This is an optimization exercise on Yosys and OpenROAD, whose aim is small area, a short achievable clock period and few clock cycles, not a production implementation.
The RTL was checked by simulation tests, not by an equivalence proof against the original design.
The flow treats the clock pin as an ideal source. Dropping or thinning the clock tree relies on that and would not hold on a real chip.
Power is estimated from default activity; no workload was simulated.

the baseline:
Design phase_synthesizer, start of the top module:
module phase_synthesizer #(
  parameter int ADDR_WIDTH  = 11,
  parameter int PHASE_WIDTH = 24,
  parameter int MAG_WIDTH   = 16,
  parameter int RATIO_WIDTH = 16,
  parameter int RATIO_FRAC  = 12
) (
  input  logic                   clock,
  input  logic                   reset,
  input  logic [PHASE_WIDTH-1:0] phase,
  input  logic [PHASE_WIDTH-1:0] phase_last,
  input  logic                   phases_valid,
  input  logic [ADDR_WIDTH-1:0]  k_max,
  input  logic [MAG_WIDTH-1:0]   magnitude,
  input  logic [RATIO_WIDTH-1:0] pitch_ratio,
  output logic [47:0]            m_tdata,
  output logic                   m_tvalid,
  input  logic                   m_tready,
  output logic                   m_tlast,
  output logic [15:0]            m_tuser,
  output logic                   busy,
  output logic [7:0]             dropped_count
);
For scale: roughly 190 flip-flops, roughly 170 I/O pins.
export LEC_CHECK = 0
export CAP_MARGIN = 20
export CORE_MARGIN = 2
export CORE_UTILIZATION = 50
export SETUP_SLACK_MARGIN = 4.65
export SLEW_MARGIN = 20
create_clock -name core_clock -period 7.0 [get_ports {clock}]
standard.sh (not shown) runs the stock make flow with config.mk's settings and CLKGATE_MAP_FILE= SYNTH_SCRIPT=/design/flow/synth_recipe.tcl, a recipe that flattens the netlist after the stock synthesis.
==> flow/flow/run.sh <==
#!/bin/bash
set -euo pipefail
here=$(pwd)
export BUFFER_PORTS_ARGS="-buffer_cell sky130_fd_sc_hd__buf_1"
export PRE_CTS_TCL="$here/flow/pre_cts.tcl"
bash standard.sh finish > standard_make.log 2>&1
Other scripts of this flow, unchanged in this note and not shown: flow/flow/mycts.tcl, flow/flow/pre_cts.tcl
Testbench counts of the baseline, summed over its fixed seeds: cycles 50,150.
## Diff of input files: the candidate against the baseline
# the baseline
export LEC_CHECK = 0
export CAP_MARGIN = 20
export CORE_MARGIN = 2
export CORE_UTILIZATION = 50
export SETUP_SLACK_MARGIN = 4.65
export SLEW_MARGIN = 20
create_clock -name core_clock -period 7.0 [get_ports {clock}]
# the candidate
export LEC_CHECK = 0
export CAP_MARGIN = 20
export CORE_MARGIN = 2
export CORE_UTILIZATION = 58
export SETUP_SLACK_MARGIN = 4.2
export SLEW_MARGIN = 20
create_clock -name core_clock -period 7.0 [get_ports {clock}]
- The candidate vs the baseline on initial cell density of the core: the candidate is the higher one.
- Compared to the baseline, the candidate leaves less free space in the core.
- As of the candidate, routed via count had fallen slightly compared to the baseline.
- Diff the baseline..the candidate | multiplexer share of the synthesized area | unchanged
- Summary of the comparison: final standard cell area without fillers is lower in the candidate, relative to the baseline.
No run of this note takes its clock network from TritonCTS; it comes from the design's own scripts or RTL.

The RTL this note starts from:
==> flow/design.v <==
module phase_synthesizer #(
  parameter int ADDR_WIDTH  = 11,
  parameter int PHASE_WIDTH = 24,
  parameter int MAG_WIDTH   = 16,
  parameter int RATIO_WIDTH = 16,
  parameter int RATIO_FRAC  = 12
) (
  input  logic                   clock,
  input  logic                   reset,
  input  logic [PHASE_WIDTH-1:0] phase,
  input  logic [PHASE_WIDTH-1:0] phase_last,
  input  logic                   phases_valid,
  input  logic [ADDR_WIDTH-1:0]  k_max,
  input  logic [MAG_WIDTH-1:0]   magnitude,
  input  logic [RATIO_WIDTH-1:0] pitch_ratio,
  output logic [47:0]            m_tdata,
  output logic                   m_tvalid,
  input  logic                   m_tready,
  output logic                   m_tlast,
  output logic [15:0]            m_tuser,
  output logic                   busy,
  output logic [7:0]             dropped_count
);
  logic [23:0] ph_q, pl_q;       
  logic [10:0] k_q;              
  logic [15:0] r_q, mag_q;
  logic [23:0] sn_acc_q;         
  logic [14:0] ms_q;             
  logic [15:0] mc_q;             
  logic        bw_q, ac_q;       
  logic [5:0]  cyc_q;            
  logic        x_q, p_q;         
  logic        clr_q, op_q;      
  logic        nphase_q, negd_q, accv_q;
  logic        busy_q, tvalid_q, tlast_q;
  logic        cap_q;            
  logic        hit_a_q, hit_b_q, nph_a_q, nph_b_q, nph_c_q;
  logic [10:0] tu_q;
  logic [7:0]  drop_q;
  logic c_rdy;
  assign c_rdy = cyc_q == 6'd61;
  logic dsum, dbor;
  assign dsum = ph_q[0] ^ ~pl_q[0] ^ bw_q;
  assign dbor = (ph_q[0] & ~pl_q[0]) | (ph_q[0] & bw_q) | (~pl_q[0] & bw_q);
  logic        x_d;
  logic [15:0] sin, cin, fsum, fcar;
  logic        vnz;
  assign x_d = busy_q ? (((cyc_q < 6'd10) & k_q[1]) | (~nphase_q & (cyc_q >= 6'd23) & (cyc_q < 6'd59) & ph_q[1]))
                      : (phases_valid & k_max[0]);
  always_comb begin
    for (int j = 0; j < 16; j++) begin
      sin[j] = (j < 15) ? ms_q[j] : 1'b0;
      cin[j] = mc_q[j];
      if (j < 3 && clr_q) begin
        sin[j] = 1'b0;
        cin[j] = 1'b0;
      end
      {fcar[j], fsum[j]} = {1'b0, sin[j]} + {1'b0, cin[j]} + {1'b0, r_q[j] & x_q};
    end
  end
  assign vnz = |{ms_q[2:0], mc_q[2:0]};
  logic aa, ab, asum, acar;
  assign aa   = accv_q & ~(sn_acc_q[0] ^ negd_q);
  assign ab   = p_q & ~nphase_q;
  assign asum = aa ^ ab ^ ac_q;
  assign acar = (aa & ab) | (aa & ac_q) | (ab & ac_q);
  logic [10:0] tn;
  logic        hitn, phitn, fin, adv, load, negstart, updend;
  assign tn      = tu_q + 11'd1;
  assign hitn    = (~tn[10] & (tn[9:0] == k_q[9:0])) | (tu_q[10] & (tu_q[9:0] == ~k_q[9:0]));
  assign phitn   = hitn & ~tlast_q;
  assign fin     = tvalid_q & m_tready & tlast_q;
  assign adv     = tvalid_q ? (m_tready & ~tlast_q) : (busy_q & (~tlast_q | (cyc_q >= 6'd26)));
  assign load    = adv & ~(phitn & ~c_rdy);
  assign negstart = tvalid_q & m_tready & ~nph_a_q & ~tu_q[10];
  assign updend  = op_q & (cyc_q == 6'd60) & ~nphase_q;
  always_ff @(posedge clock or posedge reset) begin
    if (reset) cap_q <= 1'b1;
    else if (cap_q) cap_q <= ~phases_valid;
    else if (fin) cap_q <= 1'b1;
  end
  always_ff @(posedge clock) begin
    if (cap_q) begin
      ph_q    <= phase;
      pl_q    <= phase_last;
      k_q     <= k_max;
      r_q     <= pitch_ratio;
      mag_q   <= magnitude;
      bw_q    <= 1'b1;
      cyc_q   <= '0;
      nphase_q <= 1'b0;
      tu_q    <= '1;
      tlast_q <= 1'b1;
    end else begin
      ph_q <= {(cyc_q >= 6'd24) ? ph_q[23] : dsum, ph_q[23:1]};
      pl_q <= {1'b0, pl_q[23:1]};
      bw_q <= dbor;
      if (cyc_q <= 6'd23) k_q <= {p_q, k_q[10:1]};
      else begin
        k_q[9:0] <= k_q[9:0] | {10{k_q[10]}};
        if (clr_q) k_q[10] <= k_q[10] | p_q | vnz;
      end
      if (negstart) cyc_q <= 6'd35;
      else if (!c_rdy) cyc_q <= cyc_q + 6'd1;
      if (negstart) nphase_q <= 1'b1;
      if (load) begin
        tu_q    <= tn;
        tlast_q <= &tn;
      end
    end
    p_q   <= fsum[0];
    clr_q <= busy_q & (cyc_q == 6'd23);
    op_q  <= busy_q & (cyc_q >= 6'd36) & (cyc_q <= 6'd59);
    if (op_q) sn_acc_q <= {~asum, sn_acc_q[23:1]};
    ac_q <= op_q ? acar : negd_q;
  end
  always_ff @(posedge clock) begin
    hit_a_q <= (load & hitn) | (~load & tvalid_q & hit_a_q);
    hit_b_q <= (load & hitn) | (~load & ~cap_q & hit_b_q);
    nph_a_q <= (load & ~phitn) | (~load & (~tvalid_q | nph_a_q));
    nph_b_q <= (load & ~phitn) | (~load & (cap_q | nph_b_q));
    nph_c_q <= (load & ~phitn) | (~load & (fin | nph_c_q));
  end
  always_ff @(posedge clock or posedge reset) begin
    if (reset) begin
      ms_q <= '0;
      mc_q <= '0;
    end else begin
      ms_q <= fsum[15:1];
      mc_q <= fcar;
    end
  end
  always_ff @(posedge clock or posedge reset) begin
    if (reset) begin
      busy_q   <= 1'b0;
      x_q      <= 1'b0;
      tvalid_q <= 1'b0;
      drop_q   <= '0;
      accv_q   <= 1'b0;
      negd_q   <= 1'b0;
    end else begin
      if (phases_valid && busy_q && (drop_q != 8'hFF)) drop_q <= drop_q + 8'd1;
      x_q <= x_d;
      if (!busy_q) busy_q <= phases_valid;
      else if (fin) busy_q <= 1'b0;
      if (fin) tvalid_q <= 1'b0;
      else if (adv) tvalid_q <= load;
      if (updend) accv_q <= 1'b1;
      if (negstart) negd_q <= 1'b1;
      else if (updend) negd_q <= 1'b0;
    end
  end
  assign m_tdata       = {8'h00, mag_q[15:8] & {8{hit_b_q}}, mag_q[7:0] & {8{hit_a_q}},
                          ~(sn_acc_q[23:16] | {8{nph_c_q}}), ~(sn_acc_q[15:8] | {8{nph_b_q}}),
                          ~(sn_acc_q[7:0] | {8{nph_a_q}})};
  assign m_tvalid      = tvalid_q;
  assign m_tlast       = tlast_q;
  assign m_tuser       = {5'h00, tu_q};
  assign busy          = busy_q;
  assign dropped_count = drop_q;
endmodule
export LEC_CHECK = 0
export CAP_MARGIN = 20
export CORE_MARGIN = 2
export CORE_UTILIZATION = 50
export SETUP_SLACK_MARGIN = 4.4
export SLEW_MARGIN = 20
create_clock -name core_clock -period 7.0 [get_ports {clock}]
==> flow/flow/run.sh <==
#!/bin/bash
set -euo pipefail
here=$(pwd)
export BUFFER_PORTS_ARGS="-buffer_cell sky130_fd_sc_hd__buf_1"
export SKIP_REPAIR_TIE_FANOUT=1
export RECOVER_POWER=50
export PRE_CTS_TCL="$here/flow/pre_cts.tcl"
bash standard.sh finish > standard_make.log 2>&1
Other scripts of this flow, unchanged in this note and not shown: flow/flow/mycts.tcl, flow/flow/pre_cts.tcl
The baseline produced a layout that fails on capacitance limit, slew limit.
Testbench counts at the start, summed over its fixed seeds: cycles 50,150.
Then changed:
--- a/flow/flow/run.sh
+++ b/flow/flow/run.sh
@@ -5,3 +5,2 @@
 export SKIP_REPAIR_TIE_FANOUT=1
-export RECOVER_POWER=50
 export PRE_CTS_TCL="$here/flow/pre_cts.tcl"
=> The changed run ran to the end with no violations; area after synthesis does not change; critical path depth went up by 5; fmax went up by about 22%.
Then changed:
CORE_UTILIZATION = 60   (was 50)
SETUP_SLACK_MARGIN = 4.75   (was 4.4)
TNS_END_PERCENT = 0   (was default)
=>
- via count hardly moves
- setup slack improves by 0.069 ns
- cell count drops by about 1.3%
- sequential share of layout area is about the same
Then changed:
CORE_UTILIZATION = 40   (was 60)
=> Critical path depth stays the same. Global-route usage fell by 6.0 points. Synthesized area stays the same. Via count rose by 0.91%. Cell count rose by 9.5%. Power hardly moves. Synthesized cell count does not change. Die area rose by 48%. Design area rose by 1.2%.
In every run of this note, the design's own scripts or RTL, not TritonCTS, make the clock network.

## separate check: timing with driven ports
Ports are ideal in the flow. The routed layouts listed here were re-timed in OpenROAD. Step 1: set_driving_cell puts a clkbuf_16 on clock and a buf_2 on each other input, an assumption about the parent block. Step 2, shift: input delay + t, output delay - t, t = (earliest + latest rising clock arrival at the registers) / 2. This alone moves slack from input paths to output paths. a / b / c = no drivers / after step 1 / after step 2; a / b = the first two.
run	t (ns)	setup WS [ns]	worst hold slack (ns)	latest minus earliest clock arrival (ns)
the baseline	0.358	4.486 / 4.417 / 4.481	0.452 / 0.452 / 0.452	0.019 / 0.019
the candidate	0.354	4.381 / 4.316 / 4.262	0.451 / 0.451 / 0.451	0.022 / 0.022
the first run of note 2	0.360	3.951 / 3.951 / 3.951	0.459 / 0.459 / 0.459	0.022 / 0.022
the second run of note 2	0.360	4.500 / 4.434 / 4.299	0.459 / 0.459 / 0.459	0.022 / 0.022
the third run of note 2	0.355	4.569 / 4.501 / 4.389	0.455 / 0.455 / 0.455	0.017 / 0.016
the fourth run of note 2	0.367	4.578 / 4.504 / 4.400	0.458 / 0.458 / 0.458	0.024 / 0.024
For the second run of note 2, which loses most, drivers alone change the setup slack by -0.066 ns; drivers and shift together by -0.201 ns.
